Background: an optimization exercise with open tools, aiming at small area. Do not read the settings as production practice.
Power figures rest on the tool's default switching activity, not on a simulated workload.

job 101:
==> flow/design.v <==
module mipsPipeline (
    input  logic        clk,
    input  logic        rst_n,
    output logic [29:0] iCacheAddr,
    input  logic [31:0] iCacheRdata,
    input  logic        iCacheStall,
    output logic        dCacheRen,
    output logic        dCacheWen,
    output logic [29:0] dCacheAddr,
    output logic [31:0] dCacheWdata,
    input  logic [31:0] dCacheRdata,
    input  logic        dCacheStall
);
    logic [4:0]  ph;         
    logic        clr;        
    logic [29:0] pc;         
    logic [28:0] ir;         
    logic        irW;        
    logic        exV;        
    logic        ctPend;     
    logic        ldPend;     
    logic        stPend;     
    logic        wbEn;       
    logic [4:0]  wd;         
    logic        cy;         
    logic        eq;         
    logic [31:1] d;          
    logic [28:0] a;          
    logic        ax;         
    logic        dx;         
    wire bnd = (ph == 5'd0);
    wire [4:0] j = ph - 5'd1;    
    wire [5:0] iop    = iCacheRdata[31:26];
    wire [2:0] icls;
    assign icls[2] = (iop == 6'h23) | (iop == 6'h2b) | (iop == 6'h04) | (iop == 6'h02);
    assign icls[1] = (iop == 6'h00) | (iop == 6'h08) | (iop == 6'h04) | (iop == 6'h02);
    assign icls[0] = (iop == 6'h08) | (iop == 6'h2b) | (iop == 6'h02);
    wire [2:0] cls    = ir[28:26];
    wire [5:0] fn     = ir[5:0];
    wire       isR    = (cls == 3'b010);
    wire       isAddi = (cls == 3'b011);
    wire       isLw   = (cls == 3'b100);
    wire       isSw   = (cls == 3'b101);
    wire       isBeq  = (cls == 3'b110);
    wire       isJ    = (cls == 3'b111);
    wire       isMem  = cls[2] & ~cls[1];
    wire       isCtrl = cls[2] & cls[1];
    wire       fSub   = isR & (fn == 6'h22);
    wire       fAnd   = isR & (fn == 6'h24);
    wire       fOr    = isR & (fn == 6'h25);
    wire       fSlt   = isR & (fn == 6'h2a);
    wire [4:0] rs     = ir[25:21];
    wire [4:0] rt     = ir[20:16];
    logic [31:0] tap;
    logic        wbAct;
    logic        wbit;
    assign tap[0] = 1'b0;
    logic [3:0] weLo;
    logic [7:0] weHi;
    always_comb begin
        for (int i = 0; i < 4; i++) weLo[i] = clr | (wbAct & (wd[1:0] == i));
        for (int i = 0; i < 8; i++) weHi[i] = clr | (wd[4:2] == i);
    end
    logic [3:0] weLo2;
    logic [7:0] weHi2;
    always_comb begin
        for (int i = 0; i < 4; i++) weLo2[i] = wbAct & (wd[1:0] == i);
        for (int i = 0; i < 8; i++) weHi2[i] = (wd[4:2] == i);
    end
    wire wbitC = wbit;
    genvar k;
    generate
        for (k = 1; k < 32; k++) begin : g_reg
            logic [31:0] r;
            wire we = weLo2[k % 4] & weHi2[k / 4];
            always_ff @(posedge clk) begin
                r <= {r[30:0], we ? wbitC : (r[31] & ~clr)};
            end
            assign tap[k] = r[0];
        end
    endgenerate
    wire rsb = tap[rs];
    wire rtb = tap[rt];
    wire [4:0] isel = (!isJ && j > 5'd15) ? 5'd15 : j;
    wire [31:0] irx = {6'b0, ir[25:0]};
    wire immb = irx[isel];
    wire [31:0] pcx = {2'b0, pc};
    wire pcb = pcx[j];
    wire sub  = fSub | fSlt;
    wire jLow = (j <= 5'd25);
    wire opA  = isCtrl ? (pcb & ~(isJ & jLow)) : rsb;
    wire opB  = (isJ ? (jLow & immb) : (isR ? rtb : immb)) ^ sub;
    wire cin  = (ph == 5'd1) ? sub : cy;
    wire sum  = opA ^ opB ^ cin;
    wire cout = (opA & opB) | (opA & cin) | (opB & cin);
    wire slt  = (rsb ^ rtb) ? rsb : sum;
    logic res;
    always_comb begin
        if (fAnd)                        res = rsb & rtb;
        else if (fOr)                    res = rsb | rtb;
        else if (fSlt)                   res = 1'b0;
        else                             res = sum;
    end
    wire dIn = ~clr & (isSw ? rtb : res);
    wire memNow    = bnd & exV & isMem;
    wire pend      = ldPend | stPend;
    assign dCacheRen   = (bnd & exV & isLw) | ldPend;
    assign dCacheWen   = (bnd & exV & isSw) | stPend;
    assign dCacheAddr  = {pend ? ax : sum, a};
    assign dCacheWdata = {stPend ? dx : rtb, d};
    wire loadServe = bnd & dCacheRen & ~dCacheStall;
    wire memBlock  = dCacheStall & ((exV & isMem) | pend);
    wire wbNow = (exV & (isR | isAddi)) | loadServe;
    assign wbAct = bnd ? wbNow : wbEn;
    always_comb begin
        if (bnd & loadServe)             wbit = dCacheRdata[0];
        else if (bnd & exV & fSlt)       wbit = slt;
        else                             wbit = d[1];
    end
    wire jumpNow = bnd & exV & (isJ | (isBeq & eq & (rsb ~^ rtb)));
    wire fetch = ~iCacheStall & ~irW & (~exV | bnd) & ~ctPend & ~jumpNow;
    wire start = bnd & (fetch | irW) & ~memBlock;
    wire ctUpd = ctPend & ~iCacheStall & ~clr;
    wire dHold = stPend | (ctPend & ~clr) | (bnd & exV & (isSw | isCtrl));
    assign iCacheAddr = pc;
    logic [30:0] pcT;
    always_comb begin
        pcT[0] = fetch;
        for (int i = 0; i < 30; i++) pcT[i+1] = pcT[i] & pc[i];
    end
    always_ff @(posedge clk) pc <= ctUpd ? d[30:1] : pc ^ pcT[29:0];
    always_ff @(posedge clk) begin
        if (!rst_n) begin
            ph     <= '0;
            clr    <= 1'b1;
            irW    <= 1'b0;
            exV    <= 1'b0;
            ctPend <= 1'b1;
            ldPend <= 1'b0;
            stPend <= 1'b0;
            wbEn   <= 1'b0;
        end else begin
            ph  <= ph + 5'd1;
            if (ph == 5'd31) clr <= 1'b0;
            irW <= (fetch | irW) & ~start;
            if (bnd) exV <= start;
            if (jumpNow) ctPend <= 1'b1;
            else if (ctUpd) ctPend <= 1'b0;
            ldPend <= (bnd & exV & isLw & dCacheStall) | (ldPend & ~(bnd & ~dCacheStall));
            stPend <= ((bnd & exV & isSw) | stPend) & dCacheStall;
            if (bnd) wbEn <= wbNow;
        end
    end
    always_ff @(posedge clk) begin
        if (fetch) ir <= {icls, iCacheRdata[25:0]};
        cy <= cout;
        if (exV) eq <= ((ph == 5'd1) | eq) & (rsb ~^ rtb);
        if (exV && ph == 5'd31) wd <= isR ? ir[15:11] : ir[20:16];
        if (memNow) begin
            ax <= sum;
            dx <= rtb;
        end
        if (!bnd && !pend) a <= {sum, a[28:1]};
        if (loadServe) d <= dCacheRdata[31:1];
        else if (!dHold) d <= {dIn, d[31:2]};
    end
endmodule
export LEC_CHECK = 0
export CAP_MARGIN = 20
export CORE_MARGIN = 2
export CORE_UTILIZATION = 60
export SLEW_MARGIN = 20
create_clock -name core_clock -period 7.5 [get_ports {clk}]
standard.sh (not shown) runs the stock make flow with config.mk's settings and CLKGATE_MAP_FILE= SYNTH_SCRIPT=/design/flow/synth_recipe.tcl, a recipe that flattens the netlist after the stock synthesis.
==> flow/flow/run.sh <==
#!/bin/bash
# Standard ORFS layout, with smaller port buffers and a clock tree without dummy loads.
set -euo pipefail
bash standard.sh \
  "BUFFER_PORTS_ARGS=-buffer_cell sky130_fd_sc_hd__buf_1" \
  "CTS_ARGS=-sink_clustering_enable -repair_clock_nets -dont_use_dummy_load -buf_list sky130_fd_sc_hd__clkbuf_8 -sink_clustering_size 18 -sink_clustering_max_diameter 60" \
  finish > orfs_make.log 2>&1
Relative to job 101, the following input files were edited for job 105:
--- a/flow/design.v
+++ b/flow/design.v
@@ -117,10 +117,10 @@
         else if (bnd & exV & fSlt)       wbit = slt;
         else                             wbit = d[1];
     end
     wire jumpNow = bnd & exV & (isJ | (isBeq & eq & (rsb ~^ rtb)));
-    wire fetch = ~iCacheStall & ~irW & (~exV | bnd) & ~ctPend & ~jumpNow;
-    wire start = bnd & (fetch | irW) & ~memBlock;
+    wire fetch = ~iCacheStall & ~irW & (~exV | bnd) & ~ctPend;
+    wire start = bnd & (fetch | irW) & ~memBlock & ~jumpNow;
     wire ctUpd = ctPend & ~iCacheStall & ~clr;
     wire dHold = stPend | (ctPend & ~clr) | (bnd & exV & (isSw | isCtrl));
     assign iCacheAddr = pc;
     logic [30:0] pcT;
@@ -141,9 +141,9 @@
             wbEn   <= 1'b0;
         end else begin
             ph  <= ph + 5'd1;
             if (ph == 5'd31) clr <= 1'b0;
-            irW <= (fetch | irW) & ~start;
+            irW <= (fetch | irW) & ~start & ~jumpNow;
             if (bnd) exV <= start;
             if (jumpNow) ctPend <= 1'b1;
             else if (ctUpd) ctPend <= 1'b0;
             ldPend <= (bnd & exV & isLw & dCacheStall) | (ldPend & ~(bnd & ~dCacheStall));
==> comparison <==
- Job 105 completed every stage of the flow, and the final layout passed the timing, DRC and antenna checks.
- Job 105 does better than job 101 on overall via count from detail_route.
- Diff job 101 and job 105: final design utilization lower in job 105
- [job 105] sequential share of layout area rose 1.4 points relative to job 101
- On job 105: count of clock-net buffers in the final layout is 1 lower than what job 101 gave.
- Post-placement cell area is lower on job 105
- Going from job 101 to job 105, global-route usage decreased 0.79 points; standard cell core area essentially unchanged; die outline area essentially unchanged; synthesized cell count decreased 27.
- On minimum clock period after layout: job 105 sits below job 101.
- Largest net degree at the start of global routing | job 105 above job 101
- Compared with job 101, in job 105 buffer share of cell area saw a decrease; overall power consumption saw a decrease.
- Amount of wire on met2 after detailed routing: job 105 lower than job 101
Function was not checked in any run of this note: the RTL went through the layout flow alone.

[static timing again, ports no longer ideal]
The flow's constraints put no driver on any port. The routed layouts listed below were extracted and timed again, unchanged, in two steps. Step 1, drivers: a clkbuf_16 drives clk and a buf_2 each remaining input, both assumed. Step 2 moves the port delays by t, midway between the first and last clock arrival at a register: inputs arrive t later, outputs are due t later. That takes back most of the time a late clock gives input paths. Slacks: no drivers / after step 1 / after step 2; pairs: no drivers / after step 1.
run | t, ns | setup slack, ns | clock arrival spread, ns | pins driven straight from the clock port
job 101 | 0.691 | 0.218 / 0.218 / 0.218 | 0.092 / 0.092 | 1
job 105 | 0.679 | 0.614 / 0.614 / -0.018 | 0.096 / 0.095 | 1
With both steps, setup timing fails in job 105, where it was met with ideal ports. For job 105, which loses most, drivers alone change the setup slack by 0.000 ns; drivers and shift together by -0.632 ns.
